This design comes from an exercise in tuning for small area, a short achievable clock period and few clock cycles per item on the open sky130 flow, not from production work. In this exercise RTL edits were held to simulation tests only and were not proved equivalent to the original. Power and IR drop assume default switching activity.

### config.mk
export PLATFORM = sky130hd
export DESIGN_NAME = dequant_quant_top
export DESIGN_NICKNAME = dequant_quant_top
export VERILOG_FILES = /design/flow/design.v
export SDC_FILE = /design/flow/constraint.sdc
export NUM_CORES = 4
export LEC_CHECK = 0
export CAP_MARGIN = 20
export CORE_MARGIN = 2
export CORE_UTILIZATION = 75
export SLEW_MARGIN = 20
### constraint.sdc
create_clock -name core_clock -period 9.0 [get_ports {clk}]
set_input_delay 1.8000 -clock core_clock [delete_from_list [all_inputs] [get_ports {clk}]]
set_output_delay 1.8000 -clock core_clock [all_outputs]
set_load 0.01 [all_outputs]
### standard.sh
#!/bin/bash
# synth_recipe.tcl (not shown) runs the flow's synth.tcl, then flattens the netlist and writes it again
# the make line also repeats each setting of config.mk as NAME=value (left out here)
make -C /OpenROAD-flow-scripts/flow DESIGN_CONFIG=/design/flow/config.mk WORK_HOME=/design/flow/orfs CLKGATE_MAP_FILE= SYNTH_SCRIPT=/design/flow/synth_recipe.tcl "${@:-finish}"
### flow/run.sh
#!/bin/bash
# The standard layout, with buf_1 port buffers, a tighter repair target and
# a clock tree without dummy loads.
export BUFFER_PORTS_ARGS="-buffer_cell sky130_fd_sc_hd__buf_1"
export SETUP_SLACK_MARGIN=6.2
export CTS_ARGS="-sink_clustering_enable -repair_clock_nets -dont_use_dummy_load -buf_list {sky130_fd_sc_hd__clkbuf_4 sky130_fd_sc_hd__clkbuf_8} -sink_clustering_size 20 -sink_clustering_max_diameter 60"
bash standard.sh > standard.log 2>&1
### design.v
package dq_pkg;
    localparam int DQ_DMA_WIDTH = 32;
    localparam int DQ_MAX_QWIDTH = 8;
    localparam int DQ_COUNT_WIDTH = 16;
endpackage
`timescale 1ns/1ps
module dq_config (
    input  logic        clk,
    input  logic        rst_n,
    input  logic        activate,
    input  logic [24:0] up_cfg_in,
    input  logic [24:0] down_cfg_in,
    output logic [3:0]  up_bw,
    output logic [3:0]  dn_bw,
    output logic [4:0]  dn_lo,        
    output logic        run
);
    always_ff @(posedge clk or negedge rst_n) begin
        if (!rst_n) begin
            run <= 1'b0;
        end else begin
            run <= activate;
        end
    end
    always_ff @(posedge clk) begin
        up_bw <= up_cfg_in[24:21];
        dn_bw <= down_cfg_in[24:21];
        dn_lo <= 5'd15 - down_cfg_in[20:16];
    end
endmodule
`timescale 1ns/1ps
module bit_extractor (
    input  logic        clk,
    input  logic        run,
    input  logic        activate,
    input  logic [3:0]  bw,          
    input  logic [15:0] num_in,      
    input  logic        in_valid,
    input  logic [31:0] in_data,
    output logic        in_ready,
    output logic        out_valid,
    output logic [7:0]  out_value,
    input  logic        out_ready
);
    logic [31:0] w;
    logic [9:0]  l;
    logic [5:0]  p;
    logic [15:0] rem;        
    logic        f1;         
    logic        f2;         
    logic        rem_nz;
    logic        rem_gt1;
    logic        rem_gt2;
    logic        pop;
    logic        load;
    logic [5:0]  p_pop;      
    logic [5:0]  p_sel;
    logic [5:0]  t2;         
    logic        f2_pop;     
    logic        need_pop;
    logic        need_stay;
    logic [7:0]  mask;
    logic [41:0] win;
    logic [38:0] s32;
    logic [22:0] s16;
    logic [14:0] s8;
    logic [10:0] s4;
    logic [8:0]  s2;
    logic [7:0]  s1;
    assign rem_nz  = (rem != 16'd0);
    assign rem_gt1 = (rem[15:1] != 15'd0);
    assign rem_gt2 = rem_gt1 && (rem != 16'd2);
    assign pop  = rem_nz && !f1 && (!out_valid || out_ready);
    assign load = in_valid && in_ready;
    assign p_pop  = p + {2'd0, bw};
    assign t2     = 6'd42 - {1'b0, bw, 1'b0};
    assign f2_pop = (p_pop > t2);
    assign need_pop  = rem_gt2 ? (f2_pop && p_pop[5]) : (rem_gt1 && f2);
    assign need_stay = rem_gt1 ? (f1 || (f2 && p[5])) : (rem_nz && f1);
    assign p_sel = pop ? p_pop : p;
    always_comb begin
        for (int i = 0; i < 8; i++) mask[i] = (i < bw);
    end
    assign win = {w, l};
    always_comb begin
        for (int i = 0; i < 39; i++) s32[i] = (p[5] && i < 10) ? win[i+32] : win[i];
        for (int i = 0; i < 23; i++) s16[i] = p[4] ? s32[i+16] : s32[i];
        for (int i = 0; i < 15; i++) s8[i]  = p[3] ? s16[i+8]  : s16[i];
        for (int i = 0; i < 11; i++) s4[i]  = p[2] ? s8[i+4]   : s8[i];
        for (int i = 0; i < 9; i++)  s2[i]  = p[1] ? s4[i+2]   : s4[i];
        for (int i = 0; i < 8; i++)  s1[i]  = p[0] ? s2[i+1]   : s2[i];
    end
    always_ff @(posedge clk) begin
        if (!run) begin
            p         <= 6'd42;
            rem       <= num_in;
            f1        <= 1'b1;
            f2        <= 1'b1;
            out_valid <= 1'b0;
            in_ready  <= activate && (num_in != 16'd0);
        end else begin
            p         <= {p_sel[5] && !load, p_sel[4:0]};
            f1        <= !load && (pop ? f2 : f1);
            f2        <= !load && (pop ? f2_pop : f2);
            in_ready  <= activate && !load && (pop ? need_pop : need_stay);
            if (pop) begin
                rem <= rem - 16'd1;
            end
            if (!out_valid || out_ready) begin
                out_valid <= pop;
            end
        end
        if (load) begin
            w <= in_data;
            l <= w[31:22];
        end
        if (pop) begin
            out_value <= s1 & mask;
        end
    end
endmodule
`timescale 1ns/1ps
module dequantizer (
    input  logic [4:0]  scale,       
    input  logic [7:0]  in_value,
    output logic [11:0] out_half     
);
    logic [2:0] pos;
    logic [7:0] norm;
    always_comb begin
        pos = '0;
        for (int i = 0; i < 8; i++) begin
            if (in_value[i]) pos = i[2:0];
        end
        norm = in_value << (3'd7 - pos);
        if (in_value == 8'd0) begin
            out_half = '0;
        end else begin
            out_half = {scale + (5'd15 + {2'd0, pos}), norm[6:0]};
        end
    end
endmodule
`timescale 1ns/1ps
module stream_fifo #(
    parameter int WIDTH = 16
) (
    input  logic             clk,
    input  logic             run,
    input  logic             wr_valid,
    input  logic [WIDTH-1:0] wr_data,
    output logic             wr_ready,
    output logic             rd_valid,
    output logic [WIDTH-1:0] rd_data,
    input  logic             rd_ready
);
    assign wr_ready = !rd_valid || rd_ready;
    always_ff @(posedge clk) begin
        if (!run) begin
            rd_valid <= 1'b0;
        end else if (wr_ready) begin
            rd_valid <= wr_valid;
        end
        if (wr_ready && wr_valid) begin
            rd_data <= wr_data;
        end
    end
endmodule
`timescale 1ns/1ps
module quantizer (
    input  logic [4:0]  lo,          
    input  logic [3:0]  bw,
    input  logic [15:0] in_half,
    output logic        sat,         
    output logic        zero,        
    output logic [7:0]  value        
);
    logic        s;
    logic [4:0]  e;
    logic [10:0] mant;
    logic [5:0]  hi;
    logic [7:0]  hit;
    logic [7:0]  norm;
    assign s    = in_half[15];
    assign e    = in_half[14:10];
    assign mant = {1'b1, in_half[9:0]};
    assign hi   = {1'b0, lo} + {2'd0, bw};
    always_comb begin
        for (int k = 0; k < 8; k++) hit[k] = (e[2:0] == 3'(lo[2:0] + 3'(k)));
        norm = '0;
        for (int k = 0; k < 8; k++) begin
            if (hit[k]) norm = norm | 8'(mant >> (10 - k));
        end
        zero  = s || (e == 5'd0) || (e < lo) || ({1'b0, e} >= hi);
        sat   = !s && (e != 5'd0) && ((e == 5'd31) || ({1'b0, e} >= hi));
        value = norm;
    end
endmodule
`timescale 1ns/1ps
module bit_packer (
    input  logic        clk,
    input  logic        run,
    input  logic        activate,
    input  logic [3:0]  bw,
    input  logic [15:0] num_in,      
    input  logic        in_valid,
    input  logic        in_sat,      
    input  logic        in_zero,     
    input  logic [7:0]  in_value,
    output logic        in_ready,
    output logic        out_valid,
    output logic [32:0] out_beat,
    input  logic        out_ready
);
    logic [15:0] rem;        
    logic [7:0]  qval;       
    logic        qsat;
    logic        qzero;
    logic [7:0]  max;
    logic [7:0]  qv_val;
    logic        qv;
    logic [38:0] acc;
    logic [5:0]  fill;
    logic        rem_nz;
    logic        rem_gt1;
    logic        done;
    logic        word_rdy;
    logic        push;
    logic        move;
    logic        take;
    logic [38:0] ins;
    logic [5:0]  fill_m;     
    logic [5:0]  fill_s;     
    assign rem_nz   = (rem != 16'd0);
    assign rem_gt1  = (rem[15:1] != 15'd0);
    assign done     = !rem_nz && !qv;
    assign word_rdy = fill[5] || (done && (fill != 6'd0));
    assign push     = qv && (!fill[5] || !out_valid);
    assign move     = word_rdy && (!out_valid || out_ready);
    assign take     = in_valid && in_ready;
    always_comb begin
        for (int i = 0; i < 8; i++) max[i] = (i < bw);
    end
    assign qv_val = qsat ? max : (qzero ? 8'd0 : qval);
    assign ins    = push ? ({31'd0, qv_val} << fill[4:0]) : 39'd0;
    assign fill_m = {1'b0, fill[4:0] & {5{fill[5]}}} + (push ? {2'd0, bw} : 6'd0);
    assign fill_s = fill + (push ? {2'd0, bw} : 6'd0);
    logic [3:0] rdy_n;
    always_comb begin
        for (int k = 0; k < 4; k++) begin
            logic t, r, mv, nz, qvn, ovn;
            logic [5:0] fn;
            t   = k[1];
            r   = k[0];
            mv  = word_rdy && (!out_valid || r);
            nz  = t ? rem_gt1 : rem_nz;
            qvn = t || (qv && !push);
            ovn = mv || (out_valid && !r);
            fn  = mv ? fill_m : fill_s;
            rdy_n[k] = nz && (!qvn || !fn[5] || !ovn);
        end
    end
    always_ff @(posedge clk) begin
        if (!run) begin
            rem       <= num_in;
            qv        <= 1'b0;
            fill      <= '0;
            out_valid <= 1'b0;
            acc       <= '0;
            in_ready  <= activate && (num_in != 16'd0);
        end else begin
            if (take) begin
                rem <= rem - 16'd1;
            end
            qv        <= take || (qv && !push);
            fill      <= move ? fill_m : fill_s;
            out_valid <= move || (out_valid && !out_ready);
            acc       <= move ? ({32'd0, acc[38:32]} | ins) : (acc | ins);
            in_ready  <= activate && rdy_n[{take, out_ready}];
        end
        if (take) begin
            qval <= in_value;
            qsat <= in_sat;
            qzero <= in_zero;
        end
        if (move) begin
            out_beat <= {acc[31:0], done && (!fill[5] || fill == 6'd32)};
        end
    end
endmodule
`timescale 1ns/1ps
module dequant_quant_top (
    input  logic        clk,
    input  logic        rst_n,
    input  logic        activate,
    input  logic [24:0] up_cfg,
    input  logic [24:0] down_cfg,
    input  logic        rcv_valid,
    input  logic [32:0] rcv_beat,
    output logic        rcv_ready,
    output logic        deq_valid,
    output logic [15:0] deq_data,
    input  logic        deq_ready,
    input  logic        q_valid,
    input  logic [15:0] q_data,
    output logic        q_ready,
    output logic        trm_valid,
    output logic [32:0] trm_beat,
    input  logic        trm_ready
);
    logic        run;
    logic [3:0]  up_bw;
    logic [3:0]  dn_bw;
    logic [4:0]  dn_lo;
    logic        qz_sat;
    logic        qz_zero;
    logic        ext_valid;
    logic [7:0]  ext_value;
    logic        ext_ready;
    logic [11:0] dq_half;
    logic [11:0] out_half;
    logic [7:0]  qz_value;
    dq_config cfg0 (
        .clk(clk), .rst_n(rst_n), .activate(activate),
        .up_cfg_in(up_cfg), .down_cfg_in(down_cfg),
        .up_bw(up_bw), .dn_bw(dn_bw), .dn_lo(dn_lo),
        .run(run)
    );
    bit_extractor ext0 (
        .clk(clk), .run(run), .activate(activate), .bw(up_bw), .num_in(up_cfg[15:0]),
        .in_valid(rcv_valid), .in_data(rcv_beat[32:1]), .in_ready(rcv_ready),
        .out_valid(ext_valid), .out_value(ext_value), .out_ready(ext_ready)
    );
    dequantizer deq0 (.scale(up_cfg[20:16]), .in_value(ext_value), .out_half(dq_half));
    stream_fifo #(.WIDTH(12)) up_out (
        .clk(clk), .run(run),
        .wr_valid(ext_valid), .wr_data(dq_half), .wr_ready(ext_ready),
        .rd_valid(deq_valid), .rd_data(out_half), .rd_ready(deq_ready)
    );
    assign deq_data = {1'b0, out_half, 3'b000};
    quantizer qnt0 (.lo(dn_lo), .bw(dn_bw), .in_half(q_data), .sat(qz_sat), .zero(qz_zero), .value(qz_value));
    bit_packer pack0 (
        .clk(clk), .run(run), .activate(activate), .bw(dn_bw), .num_in(down_cfg[15:0]),
        .in_valid(q_valid), .in_sat(qz_sat), .in_zero(qz_zero), .in_value(qz_value), .in_ready(q_ready),
        .out_valid(trm_valid), .out_beat(trm_beat), .out_ready(trm_ready)
    );
endmodule
==> results of run 1 <==
## report_power, final
part	internal [mW]	switching (mW)	leakage, nW
registers	1.08	0.0471	1.91
clock network	0.161	0.279	0.115
logic	0.153	0.188	2.54
total	1.39	0.514	4.56
## per-stage QoR
step | power, mW | std cells | hold WS (ns) | util
3_3_place_gp | 1.443 | 1319 | 0.4155 | 0.8235
5_1_grt | 1.980 | 1354 | 0.4542 | 0.8664
3_5_place_dp | 1.460 | 1319 | 0.4130 | 0.8235
6_report | 1.906 | 1354 | 0.4458 | 0.8664
4_1_cts | 1.887 | 1343 | 0.4406 | 0.8489
2_1_floorplan | 1.373 | 1030 | 0.4076 | -
## flip-flops by register name, indices dropped and copies added, names as in the netlist, 4 cells and up
signal / flops
pack0.acc: 39
pack0.out_beat: 33
ext0.w: 32
ext0.rem: 16
pack0.rem: 16
up_out.rd_data: 12
ext0.l: 10
ext0.out_value: 8
pack0.qval: 8
ext0.p: 6
pack0.fill: 6
cfg0.dn_lo: 5
cfg0.dn_bw: 4
cfg0.up_bw: 4
## cell type report
type | instances | area [um2]
Tap cell | 184 | 230.2
Clock buffer | 16 | 220.2
Fill cell | 717 | 1934
Sequential cell | 210 | 5613
Multi-Input combinational cell | 726 | 5424
Timing Repair Buffer | 169 | 798.3
Inverter | 47 | 236.5
Timing Repair inverter | 2 | 22.52
## what timing repair did
item                                    4_1_cts  5_1_grt
pin swaps                                     3       11
buffers inserted                              6        9
gates cloned                                  2        2
gates resized for setup                      36       54
endpoints found under the setup margin      137       83
## cell usage in the layout, fill, tap and decap left out, types with 16 or more instances in the layout
cell type,count
ha_1,34
nand3_1,16
a21oi_1,66
mux2i_1,29
nor4_1,17
mux4_2,23
nor2_1,82
o21ai_0,18
clkbuf_2,34
nor3_1,24
xnor2_1,29
dfxtp_1,59
clkbuf_8,16
inv_1,37
buf_1,106
mux2_2,20
edfxtp_1,137
nand2_1,100
xor2_1,17
o21ai_1,19
buf_4,17
## logic make-up after synthesis
| logic type | after synthesis | synth area share |
|---|---|---|
| muxes | 72 | 0.09325 |
| and+or+nand+nor | 328 | 0.1403 |
| AOI/OAI and AO/OA | 224 | 0.1317 |
| adders and majority gates | 46 | 0.05396 |
| buffers and inverters | 96 | 0.03737 |
| xor gates and xnor gates | 50 | 0.03951 |
| other | 1 | 0.0003384 |
| DFF | 210 | 0.5035 |
## routing by layer
layer,share of wire,vias up,wire (um),global-route usage
met5,0,-,0,0
met1,0.39,4203,10220,0.4263
met4,0.025,0,648,0.08039
li1,-,4072,-,-
met2,0.49,521,12820,0.5300
met3,0.096,67,2526,0.04151
## worst paths after layout
| kind | depth (start not counted) | slack, ns | end | startpoint |
|---|---|---|---|---|
| worst min register to register | 0 | 0.45 | pack0.out_beat[29]$_DFFE_PP_ | pack0.acc[28]$_SDFF_PN0_ |
| worst max-delay path | 1 | 6.10 | trm_beat[17] | pack0.out_beat[17]$_DFFE_PP_ |
| worst min-delay path | 0 | 0.45 | pack0.out_beat[29]$_DFFE_PP_ | pack0.acc[28]$_SDFF_PN0_ |
| min in group asynchronous | 1 | 1.09 | cfg0.run$_DFF_PN0_ | rst_n |
| worst max register to register | 12 | 6.25 | ext0.in_ready$_DFF_P_ | cfg0.up_bw[0]$_DFF_P_ |
| max in group asynchronous | 1 | 7.76 | cfg0.run$_DFF_PN0_ | rst_n |
==> out/summary.txt, run 1 <==
CTS tree: built
Synth top area cells: edfxtp_1 37%, dfxtp_1 13%, ha_1 4.9%
EDFF count, synth: 137
Sequential fraction of the synthesis area: 0.5035
Vias: 8863
Die Height: 125.6 um
YS warnings: 35
Initial core utilization: 0.7655
Mean post-synth cell area: 10.79 um2
CP endpoint kind: primary output
First-pass detailed-route iteration total: 5
Drt wl/cell: 19.36 um
Syn Inst Count: 1027
Slowest stage delay, CP: 0.44 ns
Hold Crit Class: flip-flop to flip-flop
Fin crit period: 2.904 ns
Buf/Inv on CP: 1
Ant. Diodes: 0
Required @ worst endpoint: 7.20 ns
Final HPWL DP: 17370 um
Clock sink count: 210
Core box area: 14480 um2
Drt drc: 0
Slew HR: 0.3295
Insertion delay to the later sink of the worst-skew pair: 0.51 ns
Drt first-iter violations: 1067
Final Instance Area: 12540 um2
Clock buffer depth: 3
RSZ-0062 raised after global routing: yes
Port bufs: 150
Period utilization: 0.3226
Setup CP Type: flip-flop to primary output
Most numerous cell in the Yosys netlist: edfxtp_1
Clock Root Buffer: clkbuf_8
Final #Nets: 1324
Placed cell area: 11920 um2
Post-synth ARST share: 0.004762
Crit path max-delay family: flip-flops
Worst Path Arrival: 1.10 ns
Vias in the first global route: 8211
Final Hold Viols: 0
Post-synth top area share: 0.3712
Pins Over Slew Limit: 0
Pre-CTS setup slack: 4.426 ns
GRT Overall Usage: 0.3106
Worst vdd ir: 140.6 uV
Nature of the critical path startpoint: flip-flop
Vias per cell: 6.546
LEAKAGE: 4.564 nW
Setup violations, final: 0
Die Area: 15770 um2
Max frequency: 0.3444 GHz
Num CTS Buffers: 16
Routed wire length: 26220 um
Slowest-stage cell, CP: edfxtp_1
Clock skew: 0.03821 ns
Worst-path fanout max: 1
Die width: 125.6 um
Critical-path cell list: clkbuf_2
Synth cell count leaders: 137 x edfxtp_1, 108 x nand2_1, 83 x nor2_1, 72 x dfxtp_1, 69 x a21oi_1
Initial antenna violation count: 0
Num ports: 159
Setup WS post-layout: 6.096 ns
Seq cells post-synth: 210
Post-CTS Hold Buffers: 0
Slew @ Worst Pin: 0.9966 ns
Status: finished clean
Row count: 44
Share of cells above drive strength 1: 0.1744
Top_reg_cell synth: edfxtp_1
Global-route wire length before repair: 40100 um
Post-route ant nets: 0
Count of cell types in the netlist: 75
Setup total negative slack: 0 ns
Largest net degree at the start of global routing: 61
PD cells: 152.0 nW/um2
RD Place Congestion: 0.9316
Layout area overhead: 13.19%
Most area-hungry cell type in the Yosys netlist: edfxtp_1
Htree depth: 1
Mapped Area: 11080 um2
Gr ovfl total: 0
Reg clk slew, reported paths: 0.11 ns
# Max-Cap Violations: 0
Testbench counts, summed over its fixed seeds: cycles 67,917, items 74,830.
==> run 2: changes to the inputs <==
--- a/config.mk
+++ b/config.mk
@@ -7,5 +7,5 @@
 export LEC_CHECK = 0
 export CAP_MARGIN = 20
 export CORE_MARGIN = 2
-export CORE_UTILIZATION = 75
+export CORE_UTILIZATION = 60
 export SLEW_MARGIN = 20
==> run 2 against run 1 <==
Net effect:
- sequential power hardly changed
- final cell count is 3.2% higher
- via count is 6.7% lower
- utilization is 17 points lower
- largest cell class unchanged
- largest power group unchanged
- highest routed layer unchanged
==> out/summary.txt, run 2 <==
Htree depth: 1 (unchanged)
Vias in the first global route: 7808 (-4.9%)
Syn Inst Count: 1027 (unchanged)
Final #Nets: 1323 (-0.076%)
EDFF count, synth: 137 (unchanged)
Setup violations, final: 0 (unchanged)
Clock buffer depth: 3 (unchanged)
Largest net degree at the start of global routing: 52 (-15%)
Port bufs: 150 (unchanged)
Most frequent cells in the layout: 137 x edfxtp_1, 105 x buf_1, 100 x nand2_1, 82 x nor2_1, 64 x a21oi_1
Worst Path Arrival: 1.09 ns (about the same)
Insertion delay to the later sink of the worst-skew pair: 0.54 ns (+0.03 ns)
Drt wl/cell: 17.22 um (-11%)
Buf/Inv on CP: 1 (unchanged)
Setup CP Type: flip-flop to primary output
Clock skew: 0.06739 ns (+0.02918 ns)
Routed wire length: 24070 um (-8.2%)
Sequential fraction of the synthesis area: 0.5035 (unchanged)
Slew HR: 0.3943 (+0.06481)
Count of cell types in the netlist: 75 (unchanged)
Vias: 8270 (-6.7%)
Die width: 139.9 um (+11%)
Final HPWL DP: 17150 um (-1.2%)
PD cells: 152.5 nW/um2 (+0.38%)
Period utilization: 0.3209 (-0.001724)
Worst-path fanout max: 1 (unchanged)
Biggest regs: pack0.acc: 39 flops, pack0.out_beat: 33 flops, ext0.w: 32 flops
Num CTS Buffers: 18 (+2)
Status: finished clean
Top_reg_cell synth: edfxtp_1
Gate power share: 0.172 (-0.007)
Slew @ Worst Pin: 0.9003 ns (-0.09633 ns)
Hold Crit Class: flip-flop to flip-flop
Vias per cell: 5.916 (-9.6%)
LEAKAGE: 4.561 nW (about the same)
Pins Over Slew Limit: 0 (unchanged)
Post-route ant nets: 0 (unchanged)
Layout area overhead: 13.30% (about the same)
Final Hold Viols: 0 (unchanged)
Initial core utilization: 0.6149 (-0.1506)
Post-CTS Hold Buffers: 0 (unchanged)
YS warnings: 35 (unchanged)
Most area-hungry cell type in the Yosys netlist: edfxtp_1
Share of cells above drive strength 1: 0.1719 (-0.002417)
RSZ-0062 raised after global routing: yes
Clock share of power: 0.242 (+0.011)
Ant. Diodes: 0 (unchanged)
Drt first-iter violations: 648 (-39%)
Dpl cells: 1366 (+3.6%)
Required @ worst endpoint: 7.20 ns (about the same)
Crit path max-delay family: flip-flops
RD Place Congestion: 0.8682 (-6.8%)
Gr ovfl total: 0 (unchanged)
Die Height: 139.9 um (+11%)
Synth top area cells: edfxtp_1 37%, dfxtp_1 13%, ha_1 4.9%
Global-route wire length before repair: 39220 um (-2.2%)
Filler Cells Inserted: 1405 (+96%)
CP endpoint kind: primary output
Clock sink count: 210 (unchanged)
Placed cell area: 11990 um2 (+0.60%)
Setup total negative slack: 0 ns (unchanged)
Post-synth top area share: 0.3712 (unchanged)
Fin crit period: 2.888 ns (-0.01552 ns)
Core box area: 18020 um2 (+24%)
Die Area: 19570 um2 (+24%)
Setup WS post-layout: 6.112 ns (+0.01552 ns)
Post-synth ARST share: 0.004762 (unchanged)
Max frequency: 0.3462 GHz (+0.54%)
Switching Share: 0.2635 (-0.005930)
Slowest-stage cell, CP: edfxtp_1
Slowest stage delay, CP: 0.40 ns (-0.04 ns)
Synth cell count leaders: 137 x edfxtp_1, 108 x nand2_1, 83 x nor2_1, 72 x dfxtp_1, 69 x a21oi_1
Pint: 1.411 mW (+1.3%)
Num ports: 159 (unchanged)
Final Instance Area: 12560 um2 (about the same)
CTS tree: built
Reg clk slew, reported paths: 0.12 ns (about the same)
Critical-path cell list: clkbuf_2
Mean post-synth cell area: 10.79 um2 (unchanged)
Row count: 49 (+11%)
Net Switching: 0.5047 mW (-1.7%)
Clock Root Buffer: clkbuf_8
Mapped Area: 11080 um2 (unchanged)
Most numerous cell in the Yosys netlist: edfxtp_1
Cell Count, Final, Fillers Out: 1398 (+3.2%)
Worst vdd ir: 168.8 uV (+20%)
First-pass detailed-route iteration total: 5 (unchanged)
Flop pwr share: 0.586 (-0.005)
Most common cell after layout, fill and taps aside: edfxtp_1
Initial antenna violation count: 0 (unchanged)
GRT Overall Usage: 0.2422 (-0.06848)
Pre-CTS setup slack: 4.432 ns (+0.005480 ns)
Seq cells post-synth: 210 (unchanged)
Drt drc: 0 (unchanged)
Top reg by flops: pack0.acc
Nature of the critical path startpoint: flip-flop
Max reg flops: 39 (unchanged)
# Max-Cap Violations: 0 (unchanged)
run 2: cell counts after synthesis:
No cell type changed its count.
run 2: area by class of cell:
type,instances,area (um2),share of cell area
Sequential cell,210,5609,0.4467
Inverter,47,236.5,0.01883
Timing Repair inverter,1,11.26,0.0008968
Clock buffer,18,247.7,0.01973
Timing Repair Buffer,167,768.2,0.06118
Multi-Input combinational cell,726,5398,0.4299
Tap cell,229,286.5,0.02282
run 2: cells by family (layout without fill, tap and decap cells):
family	count (synthesis)	count (layout)	share of synthesized area
AOI/OAI and AO/OA	224	225	0.1317
xor gates and xnor gates	50	50	0.03951
adders and majority gates	46	46	0.05396
buffers and inverters	96	233	0.03737
DFF	210	210	0.5035
muxes	72	72	0.09325
other	1	4	0.0003384
and+or+nand+nor	328	329	0.1403
run 2: what timing repair did:
action / CTS / global route
buffers inserted: 5 / 6
resized for setup: 37 / 51
gates cloned: 1 / 2
endpoints found under the setup margin: 125 / 65
pin swaps: 4 / 7
run 2: metal layers:
layer,vias to the layer above,share of wire,track usage
li1,4079,-,-
met1,3922,0.45,0.3463
met2,240,0.47,0.3928
met3,29,0.065,0.04650
met4,0,0.015,0.04632
met5,-,0,0
run 2: power by group through the flow:
stage / registers (mW) / logic (mW) / clock network (mW)
after floorplan: 1.13 / 0.247 / 0
after global placement: 1.15 / 0.302 / 0
after detailed placement: 1.15 / 0.308 / 0
after CTS: 1.12 / 0.321 / 0.476
after global routing: 1.13 / 0.371 / 0.506
final: 1.12 / 0.329 / 0.463
run 2: path summary, 6_finish.rpt:
path,startpoint,endpoint,slack (ns),depth (start not counted)
setup / recovery,pack0.out_beat[29]$_DFFE_PP_,trm_beat[29],6.11,1
max in group asynchronous,rst_n,cfg0.run$_DFF_PN0_,7.82,1
min in group asynchronous,rst_n,cfg0.run$_DFF_PN0_,1.07,1
hold reg to reg,pack0.acc[28]$_SDFF_PN0_,pack0.out_beat[29]$_DFFE_PP_,0.43,0
hold / removal,pack0.acc[28]$_SDFF_PN0_,pack0.out_beat[29]$_DFFE_PP_,0.43,0
setup reg to reg,cfg0.up_bw[0]$_DFF_P_,ext0.in_ready$_DFF_P_,6.28,12
run 2: through the flow:
step                        util  total power, mW  hold WS [ns]
after floorplan                -            1.373        0.4076
after global placement    0.6654            1.451        0.4165
after detailed placement  0.6654            1.458        0.4147
after CTS                 0.6867            1.920        0.4355
after global routing      0.6967            2.007        0.4496
final                     0.6967            1.915        0.4337
==> run 3: changes to the inputs <==
==> flow/run.sh (replaced) <==
#!/bin/bash
# The standard layout, with buf_1 port buffers, a tighter repair target and
# a clock tree without dummy loads.
export BUFFER_PORTS_ARGS="-buffer_cell sky130_fd_sc_hd__buf_1"
export SETUP_SLACK_MARGIN=6.2
export CTS_ARGS="-sink_clustering_enable -repair_clock_nets -dont_use_dummy_load -buf_list {sky130_fd_sc_hd__clkbuf_8} -sink_clustering_size 16 -sink_clustering_max_diameter 50"
bash standard.sh > standard.log 2>&1
==> run 3 against run 2 <==
Net effect:
- clock power increased by 21%
- die area unchanged
- combinational power about the same
- global-route usage increased by 0.30 points
- sequential share of layout area decreased by 0.67 points
- worst hold slack got worse by 0.020 ns
- fmax about the same
- critical endpoint is now trm_beat[15]
- largest cell class unchanged
- largest power group unchanged
==> out/summary.txt, run 3 <==
Status: finished clean
Ant. Diodes: 0 (unchanged)
Critical-path cell list: clkbuf_2
Slew @ Worst Pin: 0.9020 ns (+0.001737 ns)
Min-delay src: pack0.acc[13]$_SDFF_PN0_
Hold path depth: 0 (unchanged)
Die Height: 139.9 um (unchanged)
Placed cell area: 11990 um2 (unchanged)
Initial core utilization: 0.6149 (unchanged)
Post-route ant nets: 0 (unchanged)
Drt wl/cell: 17.25 um (+0.16%)
Synth top area cells: edfxtp_1 37%, dfxtp_1 13%, ha_1 4.9%
Clock buffer depth: 3 (unchanged)
Post-CTS Hold Buffers: 0 (unchanged)
Port bufs: 150 (unchanged)
Top reg by flops: pack0.acc
First-pass detailed-route iteration total: 5 (unchanged)
Count of cell types in the netlist: 75 (unchanged)
Max reg flops: 39 (unchanged)
Required @ worst endpoint: 7.20 ns (about the same)
Worst Path Arrival: 1.09 ns (about the same)
Num CTS Buffers: 26 (+8)
Final #Nets: 1335 (+0.91%)
Post-synth top area share: 0.3712 (unchanged)
Filler Cells Inserted: 1389 (-1.1%)
Period utilization: 0.3207 (about the same)
GRT Overall Usage: 0.2452 (+0.003042)
Most area-hungry cell type in the Yosys netlist: edfxtp_1
EDFF count, synth: 137 (unchanged)
Hold Crit Class: flip-flop to flip-flop
Crit path max-delay family: flip-flops
RR Endpoint: ext0.in_ready$_DFF_P_
Die Area: 19570 um2 (unchanged)
Slowest-stage cell, CP: edfxtp_1
Num ports: 159 (unchanged)
Setup CP Type: flip-flop to primary output
Worst vdd ir: 150.3 uV (-11%)
Most frequent cells in the layout: 137 x edfxtp_1, 105 x buf_1, 100 x nand2_1, 82 x nor2_1, 64 x a21oi_1
Reg2Reg Setup Slack: 6.25 ns (-0.03 ns)
Final Hold Viols: 0 (unchanged)
Top_reg_cell synth: edfxtp_1
Initial antenna violation count: 0 (unchanged)
CTS tree: built
Area of the multi-input gates: 5411 um2 (+0.25%)
Core box area: 18020 um2 (unchanged)
Mapped Area: 11080 um2 (unchanged)
Reg clk slew, reported paths: 0.10 ns (-0.02 ns)
Setup crit start: pack0.out_beat[15]$_DFFE_PP_
Insertion delay to the later sink of the worst-skew pair: 0.56 ns (+0.02 ns)
Nature of the critical path startpoint: flip-flop
Vias: 8372 (+1.2%)
Final HPWL DP: 17150 um (unchanged)
Clock Root Buffer: clkbuf_8
Htree depth: 1 (unchanged)
Mean post-synth cell area: 10.79 um2 (unchanged)
Gr ovfl total: 0 (unchanged)
RSZ-0062 raised after global routing: yes
PD cells: 158.2 nW/um2 (+3.7%)
Max frequency: 0.3464 GHz (about the same)
Fin crit period: 2.886 ns (-0.001770 ns)
Layout area overhead: 15.06%
RR Startpoint: ext0.p[0]$_SDFFE_PN0P_
Biggest regs: pack0.acc: 39 flops, pack0.out_beat: 33 flops, ext0.w: 32 flops
Setup total negative slack: 0 ns (unchanged)
Routed wire length: 24320 um (+1.0%)
Post-synth ARST share: 0.004762 (unchanged)
CP endpoint kind: primary output
Row count: 49 (unchanged)
Worst Hold Path EP: pack0.out_beat[14]$_DFFE_PP_
Largest net degree at the start of global routing: 52 (unchanged)
Slew HR: 0.3931 (-0.001169)
Share of cells above drive strength 1: 0.1820 (+0.01011)
Vias per cell: 5.938 (+0.37%)
Seq cells post-synth: 210 (unchanged)
Clock sink count: 210 (unchanged)
Buf/Inv on CP: 1 (unchanged)
Setup violations, final: 0 (unchanged)
Global-route wire length before repair: 39630 um (+1.1%)
R2R cell count: 12 (unchanged)
Slowest stage delay, CP: 0.39 ns (about the same)
Final Instance Area: 12750 um2 (+1.6%)
Worst-path fanout max: 1 (unchanged)
Most common cell after layout, fill and taps aside: edfxtp_1
Clock skew: 0.05216 ns (-0.01524 ns)
RD Place Congestion: 0.8682 (unchanged)
Die width: 139.9 um (unchanged)
Sequential Area: 5610 um2 (about the same)
YS warnings: 35 (unchanged)
Drt drc: 0 (unchanged)
Most numerous cell in the Yosys netlist: edfxtp_1
Sequential fraction of the synthesis area: 0.5035 (unchanged)
Syn Inst Count: 1027 (unchanged)
Pins Over Slew Limit: 0 (unchanged)
LEAKAGE: 4.659 nW (+2.1%)
Synth cell count leaders: 137 x edfxtp_1, 108 x nand2_1, 83 x nor2_1, 72 x dfxtp_1, 69 x a21oi_1
Vias in the first global route: 7888 (+1.0%)
Drt first-iter violations: 682 (+5.2%)
# Max-Cap Violations: 0 (unchanged)
[run 3: cell counts after synthesis]
Identical to the previous run, type by type.
[run 3: logic make-up (layout without fill, tap and decap cells)]
| kind of cell | Yosys count | after routing | share of synthesized area |
|---|---|---|---|
| adders and majority gates | 46 | 46 | 0.05396 |
| xor gates and xnor gates | 50 | 50 | 0.03951 |
| and+or+nand+nor | 328 | 330 | 0.1403 |
| AOI/OAI and AO/OA | 224 | 225 | 0.1317 |
| muxes | 72 | 72 | 0.09325 |
| DFF | 210 | 210 | 0.5035 |
| buffers and inverters | 96 | 244 | 0.03737 |
| other | 1 | 4 | 0.0003384 |
[run 3: per-layer routing]
metal,part of all wire,track usage,vias to the layer above
met5,0,0,-
met4,0.017,0.05053,0
met3,0.074,0.05265,33
met2,0.46,0.3938,281
met1,0.44,0.3489,3958
li1,-,-,4100
[run 3: layout make-up]
type | count | area share
clock buffer | 26 | 0.02806
inverter | 47 | 0.01854
multi-input combinational | 727 | 0.4244
sequential | 210 | 0.4400
tap | 229 | 0.02247
timing repair buffer | 170 | 0.06574
timing repair inverter | 1 | 0.0008830
[run 3: worst max path at each step]
stage | endpoint | cells past startpoint
floorplan | up_out.rd_data[9]$_SDFFCE_PN0P_ | 7
finish | trm_beat[15] | 1
CTS | trm_beat[12] | 1
global route | trm_beat[15] | 1
detailed placement | pack0.acc[13]$_SDFF_PN0_ | 8
global placement | pack0.acc[30]$_SDFF_PN0_ | 7
[run 3: power breakdown]
group          switching, mW  internal, mW  leakage (nW)
Combinational          0.177         0.154          2.56
Clock                  0.306         0.254         0.187
Sequential            0.0450          1.08          1.91
[run 3: through the flow]
step / worst slack [ns] / hold WS (ns) / util / std cells / total power, mW
2_1_floorplan: 5.934 / 0.4076 / - / 1030 / 1.373
3_3_place_gp: 4.467 / 0.4165 / 0.6654 / 1366 / 1.451
3_5_place_dp: 4.432 / 0.4147 / 0.6654 / 1366 / 1.458
4_1_cts: 6.081 / 0.4100 / 0.6953 / 1398 / 2.024
5_1_grt: 6.061 / 0.4274 / 0.7075 / 1410 / 2.115
6_report: 6.114 / 0.4137 / 0.7075 / 1410 / 2.017
[run 3: worst register-to-register path, cell delays in order (launching register included)]
cell and delay [ns]:
dfxtp_4 0.40, ha_1 0.23, fa_1 0.40, a21o_1 0.18, a21oi_2 0.18, xnor2_1 0.10, ha_1 0.33, o21a_1 0.17
o22ai_1 0.16, a21oi_2 0.06, a21oi_2 0.13, o31ai_2 0.09, a32o_1 0.23
[run 3: what timing repair did]
| item | CTS | global route |
|---|---|---|
| setup buffers | 5 | 9 |
| gates cloned | 1 | 3 |
| pin swaps | 4 | 9 |
| gates resized for setup | 43 | 49 |
| setup endpoints to repair | 127 | 61 |
==> run 4: changes to the inputs <==
==> flow/run.sh (replaced) <==
#!/bin/bash
# The standard layout, with buf_1 port buffers, a tighter repair target and
# a clock tree without dummy loads.
export BUFFER_PORTS_ARGS="-buffer_cell sky130_fd_sc_hd__buf_1"
export SETUP_SLACK_MARGIN=6.2
export CTS_ARGS="-sink_clustering_enable -repair_clock_nets -dont_use_dummy_load -buf_list {sky130_fd_sc_hd__clkbuf_4} -sink_clustering_size 10 -sink_clustering_max_diameter 30"
bash standard.sh > standard.log 2>&1
==> run 4 against run 3 <==
Net effect:
- global-route usage rose by 0.10 points
- combinational power up 2%
- die area unchanged
- final cell count grew 1.2%
- first-iteration DRC count fell by 4.4%
- setup slack worse by 0.12 ns
- critical endpoint is now trm_beat[17]
- largest power group unchanged
==> out/summary.txt, run 4 <==
Gr ovfl total: 0 (unchanged)
Count of cell types in the netlist: 75 (unchanged)
Critical-path cell list: buf_2
Placed cell area: 11990 um2 (unchanged)
Hold path depth: 0 (unchanged)
Post-synth ARST share: 0.004762 (unchanged)
Synth cell count leaders: 137 x edfxtp_1, 108 x nand2_1, 83 x nor2_1, 72 x dfxtp_1, 69 x a21oi_1
Initial core utilization: 0.6149 (unchanged)
Global-route wire length before repair: 39600 um (about the same)
Clock buffer depth: 3 (unchanged)
Vias: 8444 (+0.86%)
Vias per cell: 5.917 (-0.34%)
Required @ worst endpoint: 7.20 ns (about the same)
Post-synth top area share: 0.3712 (unchanged)
GRT Overall Usage: 0.2462 (+0.001002)
Reg clk slew, reported paths: 0.09 ns (about the same)
Post-CTS Hold Buffers: 0 (unchanged)
Switching Share: 0.2677 (+0.005833)
Finished Core Util: 0.7034 (-0.004096)
Clock sink count: 210 (unchanged)
Initial antenna violation count: 1 (+1)
Final Hold Viols: 0 (unchanged)
Final HPWL DP: 17150 um (unchanged)
Die width: 139.9 um (unchanged)
Mean post-synth cell area: 10.79 um2 (unchanged)
Share of cells above drive strength 1: 0.1930 (+0.01093)
PD cells: 156.0 nW/um2 (-1.3%)
Worst-path fanout max: 1 (unchanged)
Layout area overhead: 14.39%
Slew @ Worst Pin: 0.8992 ns (-0.002833 ns)
Reg2Reg Setup Slack: 6.31 ns (+0.06 ns)
Worst Hold Path EP: pack0.out_beat[1]$_DFFE_PP_
Final #Nets: 1351 (+1.2%)
Vias in the first global route: 7978 (+1.1%)
Status: finished clean
Worst vdd ir: 130.0 uV (-14%)
Period utilization: 0.3336 (+0.01292)
Final Instance Area: 12680 um2 (-0.58%)
Slew HR: 0.3950 (+0.001906)
Net Switching: 0.5297 mW (+0.28%)
Nature of the critical path startpoint: flip-flop
Top reg by flops: pack0.acc
Insertion delay to the later sink of the worst-skew pair: 0.65 ns (+0.09 ns)
Slowest stage delay, CP: 0.37 ns (-0.02 ns)
Num CTS Buffers: 42 (+62%)
Die Area: 19570 um2 (unchanged)
Port bufs: 150 (unchanged)
First-pass detailed-route iteration total: 4 (-1)
Most frequent cells in the layout: 137 x edfxtp_1, 108 x buf_1, 100 x nand2_1, 82 x nor2_1, 64 x a21oi_1
Crit path max-delay family: flip-flops
Post-route ant nets: 0 (unchanged)
# Max-Cap Violations: 0 (unchanged)
Setup total negative slack: 0 ns (unchanged)
Drt drc: 0 (unchanged)
Worst Path Arrival: 1.20 ns (+0.11 ns)
EDFF count, synth: 137 (unchanged)
CP endpoint kind: primary output
Gate power share: 0.171 (+0.007)
Slowest-stage cell, CP: edfxtp_1
Synth top area cells: edfxtp_1 37%, dfxtp_1 13%, ha_1 4.9%
Largest net degree at the start of global routing: 52 (unchanged)
Pint: 1.449 mW (-2.7%)
RSZ-0062 raised after global routing: yes
CTS tree: built
Biggest regs: pack0.acc: 39 flops, pack0.out_beat: 33 flops, ext0.w: 32 flops
Drt first-iter violations: 652 (-4.4%)
RR Endpoint: ext0.out_value[2]$_DFFE_PP_
Most common cell after layout, fill and taps aside: edfxtp_1
Routed wire length: 24340 um (about the same)
YS warnings: 35 (unchanged)
Setup CP Type: flip-flop to primary output
Setup WS post-layout: 5.997 ns (-0.1163 ns)
Syn Inst Count: 1027 (unchanged)
Drt wl/cell: 17.05 um (-1.1%)
Max reg flops: 39 (unchanged)
Most numerous cell in the Yosys netlist: edfxtp_1
Max frequency: 0.3330 GHz (-3.9%)
Fin crit period: 3.003 ns (+0.1163 ns)
Buf/Inv on CP: 1 (unchanged)
Pre-CTS setup slack: 4.432 ns (unchanged)
Sequential fraction of the synthesis area: 0.5035 (unchanged)
Htree depth: 2 (+1)
Setup violations, final: 0 (unchanged)
R2R cell count: 5 (-7)
Top_reg_cell synth: edfxtp_1
Num ports: 159 (unchanged)
Min-delay src: pack0.acc[0]$_SDFF_PN0_
Row count: 49 (unchanged)
Clock share of power: 0.262 (-0.016)
Clock skew: 0.09867 ns (+0.04651 ns)
RR Startpoint: ext0.p[5]$_SDFF_PN1_
Mapped Area: 11080 um2 (unchanged)
Hold Crit Class: flip-flop to flip-flop
Core box area: 18020 um2 (unchanged)
Flop pwr share: 0.568 (+0.010)
Pins Over Slew Limit: 0 (unchanged)
Clock Root Buffer: clkbuf_4
RD Place Congestion: 0.8682 (unchanged)
LEAKAGE: 4.624 nW (-0.74%)
Die Height: 139.9 um (unchanged)
Most area-hungry cell type in the Yosys netlist: edfxtp_1
Seq cells post-synth: 210 (unchanged)
==> run 4: stage by stage <==
| step | instances | hold WS (ns) | total power [mW] |
|---|---|---|---|
| finish | 1427 | 0.3887 | 1.978 |
| global route | 1427 | 0.3956 | 2.083 |
| CTS | 1415 | 0.3930 | 1.978 |
| detailed placement | 1366 | 0.4147 | 1.458 |
| global placement | 1366 | 0.4165 | 1.451 |
| floorplan | 1030 | 0.4076 | 1.373 |
==> run 4: per-layer routing <==
layer  vias to the layer above  share of wire  wire (um)  track usage
li1                       4151              -          -            -
met1                      4001           0.45      10870       0.3432
met2                       261           0.47      11390       0.3941
met3                        31          0.071       1726      0.05778
met4                         0          0.014        350      0.06211
met5                         -              0          0            0
==> run 4: area by class of cell <==
class                           count  area, um2
Multi-Input combinational cell    726       5413
Clock buffer                       42      315.3
Inverter                           47      236.5
Fill cell                        1419       5346
Sequential cell                   210       5617
Antenna cell                        1      2.502
Timing Repair Buffer              172      808.3
Tap cell                          229      286.5
==> run 4: worst max path at each step <==
| stage | startpoint | endpoint | slack, ns | cells after the start |
|---|---|---|---|---|
| 6_report | pack0.out_beat[17]$_DFFE_PP_ | trm_beat[17] | 6.00 | 1 |
| 5_1_grt | pack0.out_beat[1]$_DFFE_PP_ | trm_beat[1] | 5.94 | 1 |
| 3_3_place_gp | trm_ready | pack0.acc[30]$_SDFF_PN0_ | 4.47 | 7 |
| 2_1_floorplan | up_cfg[17] | up_out.rd_data[9]$_SDFFCE_PN0P_ | 5.93 | 7 |
| 4_1_cts | pack0.out_beat[17]$_DFFE_PP_ | trm_beat[17] | 5.97 | 1 |
| 3_5_place_dp | trm_ready | pack0.acc[13]$_SDFF_PN0_ | 4.43 | 8 |
==> run 4: worst reg2reg max path: cells and delay by family, from the launching register on <==
| family | cells | cell delay (ns) |
|---|---|---|
| mux | 4 | 1.51 |
| flops | 1 | 0.79 |
| compound gates | 1 | 0.04 |
==> run 4: cell families (layout without fill, tap and decap cells) <==
logic type	count (synthesis)	after routing	share of synthesized area
buffers and inverters	96	261	0.03737
XOR/XNOR	50	50	0.03951
multiplexers	72	72	0.09325
other	1	5	0.0003384
adder cells (fa/ha/maj)	46	46	0.05396
flip-flops	210	210	0.5035
AND/OR/NAND/NOR	328	329	0.1403
AO/OA/AOI/OAI	224	225	0.1317
==> run 4: what timing repair did <==
item	4_1_cts	5_1_grt
endpoints found under the setup margin	121	63
cloned	1	1
buffers inserted	6	10
gates resized for setup	38	53
pin swaps	4	11
==> run 4: power by group through the flow <==
stage	clock (mW)	combinational [mW]	sequential (mW)
2_1_floorplan	0	0.247	1.13
3_3_place_gp	0	0.302	1.15
3_5_place_dp	0	0.308	1.15
4_1_cts	0.533	0.321	1.12
5_1_grt	0.575	0.379	1.13
6_report	0.517	0.338	1.12
==> run 5: changes to the inputs <==
==> flow/run.sh (replaced) <==
#!/bin/bash
# The standard layout, with buf_1 port buffers, a tighter repair target and
# a clock tree without dummy loads.
export BUFFER_PORTS_ARGS="-buffer_cell sky130_fd_sc_hd__buf_1"
export SETUP_SLACK_MARGIN=6.2
export CTS_ARGS="-sink_clustering_enable -repair_clock_nets -dont_use_dummy_load -buf_list {sky130_fd_sc_hd__clkbuf_4} -sink_clustering_size 12 -sink_clustering_max_diameter 40"
bash standard.sh > standard.log 2>&1
==> run 5 against run 4 <==
Net effect:
- register-to-register slack got worse by 0.09 ns
- via count fell by 0.96%
- utilization fell by 0.62 points
- count of clock-buffer cells in the layout fell by 7
- setup slack improved by 0.025 ns
- largest cell class unchanged
==> out/summary.txt, run 5 <==
Status: finished clean
Sequential fraction of the synthesis area: 0.5035 (unchanged)
Vias per cell: 5.914 (about the same)
Fin crit period: 2.978 ns (-0.02457 ns)
Initial core utilization: 0.6149 (unchanged)
LEAKAGE: 4.569 nW (-1.2%)
Num CTS Buffers: 35 (-17%)
YS warnings: 35 (unchanged)
Routed wire length: 24110 um (-0.95%)
Drt wl/cell: 17.05 um (about the same)
CTS tree: built
Post-Route Hold Slack: 0.4221 ns (+0.03346 ns)
Die Area: 19570 um2 (unchanged)
Largest net degree at the start of global routing: 52 (unchanged)
Insertion delay to the later sink of the worst-skew pair: 0.64 ns (about the same)
Gate power share: 0.170 (about the same)
Die width: 139.9 um (unchanged)
Reg clk slew, reported paths: 0.11 ns (+0.02 ns)
Worst-path fanout max: 1 (unchanged)
Slew @ Worst Pin: 0.9284 ns (+0.02921 ns)
Synth cell count leaders: 137 x edfxtp_1, 108 x nand2_1, 83 x nor2_1, 72 x dfxtp_1, 69 x a21oi_1
Pins Over Slew Limit: 0 (unchanged)
Drt first-iter violations: 634 (-2.8%)
Post-synth ARST share: 0.004762 (unchanged)
Global-route wire length before repair: 39560 um (-0.11%)
Hold Crit Class: flip-flop to flip-flop
Reg2Reg Setup Slack: 6.22 ns (-0.09 ns)
Critical-path cell list: buf_2
Required @ worst endpoint: 7.20 ns (about the same)
Layout area overhead: 13.39%
Max reg flops: 39 (unchanged)
Num ports: 159 (unchanged)
Clock share of power: 0.248 (-0.014)
Period utilization: 0.3309 (-0.002730)
Setup CP Type: flip-flop to primary output
Clock Root Buffer: clkbuf_4
Most common cell after layout, fill and taps aside: edfxtp_1
Row count: 49 (unchanged)
Net Switching: 0.5201 mW (-1.8%)
Nature of the critical path startpoint: flip-flop
Count of cell types in the netlist: 75 (unchanged)
Htree depth: 2 (unchanged)
Post-synth top area share: 0.3712 (unchanged)
Mean post-synth cell area: 10.79 um2 (unchanged)
# Max-Cap Violations: 0 (unchanged)
Critical Path Stages: 1 (unchanged)
Slowest-stage cell, CP: edfxtp_1
Worst Path Arrival: 1.18 ns (-0.02 ns)
Share of cells above drive strength 1: 0.1792 (-0.01378)
Placed cell area: 11990 um2 (unchanged)
Post-CTS Hold Buffers: 0 (unchanged)
Dpl cells: 1366 (unchanged)
Critical Path End: trm_beat[17]
Cell Count, Final, Fillers Out: 1414 (-0.91%)
Crit path max-delay family: flip-flops
R2R cell count: 12 (+7)
Initial antenna violation count: 1 (unchanged)
Clock skew: 0.07843 ns (-0.02024 ns)
Most area-hungry cell type in the Yosys netlist: edfxtp_1
Final #Nets: 1337 (-1.0%)
Vias: 8363 (-0.96%)
Synth top area cells: edfxtp_1 37%, dfxtp_1 13%, ha_1 4.9%
Seq cells post-synth: 210 (unchanged)
Most numerous cell in the Yosys netlist: edfxtp_1
Setup total negative slack: 0 ns (unchanged)
Slowest stage delay, CP: 0.37 ns (about the same)
Setup violations, final: 0 (unchanged)
Clock sink count: 210 (unchanged)
RD Place Congestion: 0.8682 (unchanged)
RR Endpoint: ext0.in_ready$_DFF_P_
Gr ovfl total: 0 (unchanged)
Top_reg_cell synth: edfxtp_1
Pint: 1.409 mW (-2.7%)
Syn Inst Count: 1027 (unchanged)
Setup crit start: pack0.out_beat[17]$_DFFE_PP_
Slew HR: 0.3754 (-0.01965)
Core box area: 18020 um2 (unchanged)
Worst vdd ir: 127.2 uV (-2.1%)
Final Instance Area: 12570 um2 (-0.88%)
RR Startpoint: cfg0.up_bw[0]$_DFF_P_
Drt drc: 0 (unchanged)
Flop pwr share: 0.582 (+0.014)
CP endpoint kind: primary output
Final HPWL DP: 17150 um (unchanged)
GRT Overall Usage: 0.2461 (about the same)
EDFF count, synth: 137 (unchanged)
RSZ-0062 raised after global routing: yes
Clock buffer depth: 3 (unchanged)
Max frequency: 0.3358 GHz (+0.83%)
Buf/Inv on CP: 1 (unchanged)
PD cells: 153.5 nW/um2 (-1.6%)
Post-route ant nets: 0 (unchanged)
Final Hold Viols: 0 (unchanged)
Port bufs: 150 (unchanged)
Top reg by flops: pack0.acc
First-pass detailed-route iteration total: 6 (+2)
Die Height: 139.9 um (unchanged)
Mapped Area: 11080 um2 (unchanged)
Biggest regs: pack0.acc: 39 flops, pack0.out_beat: 33 flops, ext0.w: 32 flops
Vias in the first global route: 7932 (-0.58%)
Most frequent cells in the layout: 137 x edfxtp_1, 108 x buf_1, 100 x nand2_1, 82 x nor2_1, 66 x a21oi_1
Switching Share: 0.2695 (+0.001812)
run 5: layout make-up:
type                    count  area, um2
multi-input cells         726       5376
clock buffers              35      262.8
repair buffers            165      787.0
inverters                  47      236.5
fillers                  1412       5458
well taps                 229      286.5
flip-flops and latches    210       5613
diodes                      2      5.005
run 5: through the flow:
stage	power, mW	setup WS (ns)	utilization
3_3_place_gp	1.451	4.467	0.6654
5_1_grt	2.033	5.972	0.6972
2_1_floorplan	1.373	5.934	-
4_1_cts	1.943	5.977	0.6896
6_report	1.930	6.022	0.6972
3_5_place_dp	1.458	4.432	0.6654
run 5: power groups by stage:
stage,logic [mW],registers (mW),clock network (mW)
after CTS,0.324,1.12,0.497
after floorplan,0.247,1.13,0
after global routing,0.370,1.13,0.533
after global placement,0.302,1.15,0
final,0.328,1.12,0.479
after detailed placement,0.308,1.15,0
run 5: worst min path at each step:
stage,start,to,slack (ns),cells past startpoint
final,pack0.acc[21]$_SDFF_PN0_,pack0.out_beat[22]$_DFFE_PP_,0.42,0
after global routing,pack0.acc[21]$_SDFF_PN0_,pack0.out_beat[22]$_DFFE_PP_,0.42,0
after CTS,pack0.acc[21]$_SDFF_PN0_,pack0.out_beat[22]$_DFFE_PP_,0.41,0
after detailed placement,pack0.acc[27]$_SDFF_PN0_,pack0.out_beat[28]$_DFFE_PP_,0.41,0
after global placement,pack0.acc[11]$_SDFF_PN0_,pack0.out_beat[12]$_DFFE_PP_,0.42,0
after floorplan,pack0.acc[6]$_SDFF_PN0_,pack0.out_beat[7]$_DFFE_PP_,0.41,0
run 5: metal layers:
metal | part of all wire | GRT usage | wire length (um) | vias to the layer above
li1 | - | - | - | 4122
met1 | 0.44 | 0.3458 | 10650 | 3933
met2 | 0.46 | 0.3879 | 11180 | 269
met3 | 0.077 | 0.05607 | 1854 | 39
met4 | 0.017 | 0.07053 | 417 | 0
met5 | 0 | 0 | 0 | -
run 5: what timing repair did:
action / in CTS / in global routing
pin swaps: 4 / 3
setup endpoints to repair: 120 / 68
gates resized for setup: 39 / 47
cloned: 1 / 1
setup buffers: 7 / 2
run 5: cells by family after synthesis:
group,synth area share
and+or+nand+nor,0.1403
AOI/OAI and AO/OA,0.1317
DFF,0.5035
buffers and inverters,0.03737
muxes,0.09325
xor gates and xnor gates,0.03951
adders and majority gates,0.05396
other,0.0003384
==> run 6: changes to the inputs <==
==> flow/run.sh (replaced) <==
#!/bin/bash
# The standard layout, with buf_1 port buffers, a tighter repair target and
# a clock tree without dummy loads.
export BUFFER_PORTS_ARGS="-buffer_cell sky130_fd_sc_hd__buf_1"
export SETUP_SLACK_MARGIN=6.2
export CTS_ARGS="-sink_clustering_enable -repair_clock_nets -dont_use_dummy_load -buf_list {sky130_fd_sc_hd__clkbuf_4 sky130_fd_sc_hd__clkbuf_8} -sink_clustering_size 16 -sink_clustering_max_diameter 45"
bash standard.sh > standard.log 2>&1
--- a/config.mk
+++ b/config.mk
@@ -7,5 +7,5 @@
 export LEC_CHECK = 0
 export CAP_MARGIN = 20
 export CORE_MARGIN = 2
-export CORE_UTILIZATION = 60
+export CORE_UTILIZATION = 75
 export SLEW_MARGIN = 20
==> run 6 against run 5 <==
Net effect:
- first-iteration DRC count increased by 82%
- final cell count decreased by 3.9%
- register-to-register slack got worse by 0.13 ns
- area after synthesis unchanged
- utilization increased by 17 points
- fmax increased by 0.76%
==> out/summary.txt, run 6 <==
Sequential Area: 5610 um2 (about the same)
LEAKAGE: 4.592 nW (+0.51%)
Post-CTS Hold Buffers: 0 (unchanged)
Clock Root Buffer: clkbuf_8
Post-route ant nets: 0 (unchanged)
Biggest regs: pack0.acc: 39 flops, pack0.out_beat: 33 flops, ext0.w: 32 flops
Count of cell types in the netlist: 75 (unchanged)
Core box area: 14480 um2 (-20%)
Top_reg_cell synth: edfxtp_1
Mapped Area: 11080 um2 (unchanged)
Max frequency: 0.3383 GHz (+0.76%)
GR peak layer: met2
Required @ worst endpoint: 7.20 ns (about the same)
Post-Route Hold Slack: 0.4187 ns (-0.003374 ns)
Finished Core Util: 0.8714 (+0.1742)
Die Area: 15770 um2 (-19%)
RR Endpoint: ext0.in_ready$_DFF_P_
Ant. Diodes: 0 (-2)
First-pass detailed-route iteration total: 5 (-1)
Synth top area cells: edfxtp_1 37%, dfxtp_1 13%, ha_1 4.9%
Slew @ Worst Pin: 1.022 ns (+0.09346 ns)
Setup WS post-layout: 6.044 ns (+0.02247 ns)
GRT Overall Usage: 0.3116 (+0.06550)
Sequential fraction of the synthesis area: 0.5035 (unchanged)
Seq cells post-synth: 210 (unchanged)
Vias per cell: 6.599 (+12%)
Top reg by flops: pack0.acc
Initial antenna violation count: 0 (-1)
Routed wire length: 27120 um (+12%)
Drt first-iter violations: 1155 (+82%)
Worst-path fanout max: 1 (unchanged)
Placed cell area: 11920 um2 (-0.59%)
Insertion delay to the later sink of the worst-skew pair: 0.57 ns (-0.07 ns)
CP endpoint kind: primary output
Vias: 8968 (+7.2%)
Clock buffer depth: 3 (unchanged)
Slowest stage delay, CP: 0.43 ns (+0.06 ns)
Drt drc: 0 (unchanged)
Global-route wire length before repair: 40090 um (+1.3%)
Post-synth top area share: 0.3712 (unchanged)
GR Util met1: 0.4183 (+0.07252)
Cell Count, Final, Fillers Out: 1359 (-3.9%)
Max reg flops: 39 (unchanged)
Final #Nets: 1329 (-0.60%)
Overall power: 2.025 mW (+5.0%)
Setup total negative slack: 0 ns (unchanged)
# Max-Cap Violations: 0 (unchanged)
Htree depth: 1 (-1)
Reg clk slew, reported paths: 0.09 ns (-0.02 ns)
Num CTS Buffers: 25 (-29%)
Critical Path End: trm_beat[17]
Critical Path Stages: 1 (unchanged)
Setup crit start: pack0.out_beat[17]$_DFFE_PP_
YS warnings: 35 (unchanged)
Setup CP Type: flip-flop to primary output
Filler Cells Inserted: 708 (-50%)
EDFF count, synth: 137 (unchanged)
RR Startpoint: cfg0.up_bw[3]$_DFF_P_
Status: finished clean
Most numerous cell in the Yosys netlist: edfxtp_1
Area of the multi-input gates: 5420 um2 (+0.81%)
PD cells: 160.5 nW/um2 (+4.5%)
Row count: 44 (-10%)
Initial core utilization: 0.7655 (+0.1506)
Reg2Reg Setup Slack: 6.09 ns (-0.13 ns)
Slew HR: 0.3125 (-0.06288)
Final Hold Viols: 0 (unchanged)
Synth cell count leaders: 137 x edfxtp_1, 108 x nand2_1, 83 x nor2_1, 72 x dfxtp_1, 69 x a21oi_1
Share of cells above drive strength 1: 0.1753 (-0.003886)
Largest net degree at the start of global routing: 61 (+17%)
Die width: 125.6 um (-10%)
Post-synth ARST share: 0.004762 (unchanged)
Clock sink count: 210 (unchanged)
Setup violations, final: 0 (unchanged)
Worst vdd ir: 158.1 uV (+24%)
Final Instance Area: 12620 um2 (+0.40%)
Global routing met2 resource utilization: 0.5316 (+0.1437)
Mean post-synth cell area: 10.79 um2 (unchanged)
Gr ovfl total: 0 (unchanged)
Nature of the critical path startpoint: flip-flop
Clock skew: 0.1048 ns (+0.02635 ns)
Vias in the first global route: 8270 (+4.3%)
CTS tree: built
Met3 usage: 0.05135 (-0.004720)
Most common cell after layout, fill and taps aside: edfxtp_1
Crit path max-delay family: flip-flops
Pins Over Slew Limit: 0 (unchanged)
Num ports: 159 (unchanged)
Drt wl/cell: 19.95 um (+17%)
Die Height: 125.6 um (-10%)
Period utilization: 0.3284 (-0.002497)
Buf/Inv on CP: 1 (unchanged)
Most frequent cells in the layout: 137 x edfxtp_1, 107 x buf_1, 100 x nand2_1, 82 x nor2_1, 65 x a21oi_1
Syn Inst Count: 1027 (unchanged)
Most area-hungry cell type in the Yosys netlist: edfxtp_1
RSZ-0062 raised after global routing: yes
R2R cell count: 11 (-1)
Fin crit period: 2.956 ns (-0.02247 ns)
Slowest-stage cell, CP: edfxtp_1
Final HPWL DP: 17370 um (+1.3%)
Layout area overhead: 13.84%
Pre-CTS setup slack: 4.426 ns (-0.005480 ns)
Worst Path Arrival: 1.16 ns (-0.02 ns)
Hold Crit Class: flip-flop to flip-flop
Port bufs: 150 (unchanged)
RD Place Congestion: 0.9316 (+7.3%)
Dpl cells: 1319 (-3.4%)
Critical-path cell list: clkbuf_2
run 6: cell types whose count changed in the layout (fill, tap and decap cells not counted), sizes merged:
cell	before	now
clkbuf	67	59
diode	2	0
buf	133	132
inv	45	46
run 6: power by group:
part	leakage (nW)	internal (mW)	switching, mW
sequential	1.91	1.08	0.0481
combinational	2.50	0.155	0.197
clock	0.180	0.245	0.301
total	4.59	1.48	0.546
run 6: final cells by class:
cell class / instances / area share
well taps: 184 / 0.01825
inverters: 47 / 0.01874
multi-input cells: 726 / 0.4296
repair buffers: 166 / 0.06059
repair inverters: 1 / 0.0008925
clock buffers: 25 / 0.02727
flip-flops and latches: 210 / 0.4447
run 6: how the worst min path moves through the flow:
stage	cells after the start	slack [ns]	endpoint	start
after floorplan	0	0.41	pack0.out_beat[7]$_DFFE_PP_	pack0.acc[6]$_SDFF_PN0_
after detailed placement	0	0.41	pack0.out_beat[2]$_DFFE_PP_	pack0.acc[1]$_SDFF_PN0_
after global placement	0	0.42	pack0.out_beat[17]$_DFFE_PP_	pack0.acc[16]$_SDFF_PN0_
after CTS	0	0.42	pack0.out_beat[31]$_DFFE_PP_	pack0.acc[30]$_SDFF_PN0_
after global routing	0	0.44	pack0.out_beat[31]$_DFFE_PP_	pack0.acc[30]$_SDFF_PN0_
final	0	0.42	pack0.out_beat[31]$_DFFE_PP_	pack0.acc[30]$_SDFF_PN0_
run 6: metal layers:
layer,up-vias,share of wire
met5,-,0
li1,4075,-
met1,4229,0.37
met2,583,0.50
met4,0,0.027
met3,81,0.099
run 6: logic make-up after synthesis:
logic type      share of synthesized area
simple gates                       0.1403
compound gates                     0.1317
flops                              0.5035
buf+inv                           0.03737
mux                               0.09325
xor+xnor                          0.03951
fa+ha+maj                         0.05396
other cells                     0.0003384
run 6: what timing repair did:
action,in CTS,in global routing
endpoints found under the setup margin,127,89
cloned,1,2
gates resized for setup,34,53
pin swaps,3,10
buffers inserted,6,6

## re-timing with driven ports
Ports are ideal in the flow. The routed layouts listed here were re-timed in OpenROAD. Step 1: set_driving_cell puts a clkbuf_16 on clk and a buf_2 on each other input, an assumption about the parent block. Step 2 moves the port delays by t, midway between the first and last clock arrival at a register: inputs arrive t later, outputs are due t later. That takes back most of the time a late clock gives input paths. Three values: ideal, step 1, step 2; two values: the first two.
run	t, ns	setup WS [ns]	slew at the worst register clock pin (ns)	worst slew at a driven data input, ns
run 1	0.526	6.096 / 6.058 / 5.674	0.11 / 0.11	0.05
run 2	0.547	6.112 / 6.068 / 5.706	0.12 / 0.12	0.05
run 3	0.577	6.114 / 6.070 / 5.596	0.10 / 0.10	0.05
run 4	0.649	5.997 / 5.957 / 5.632	0.10 / 0.10	0.05
run 5	0.641	6.022 / 5.982 / 5.664	0.11 / 0.11	0.05
run 6	0.557	6.044 / 6.006 / 5.609	0.10 / 0.10	0.05
After both steps every run listed still meets setup and hold. The setup slack of run 3, which loses most, moves by -0.044 ns with the drivers and by -0.518 ns with both steps.
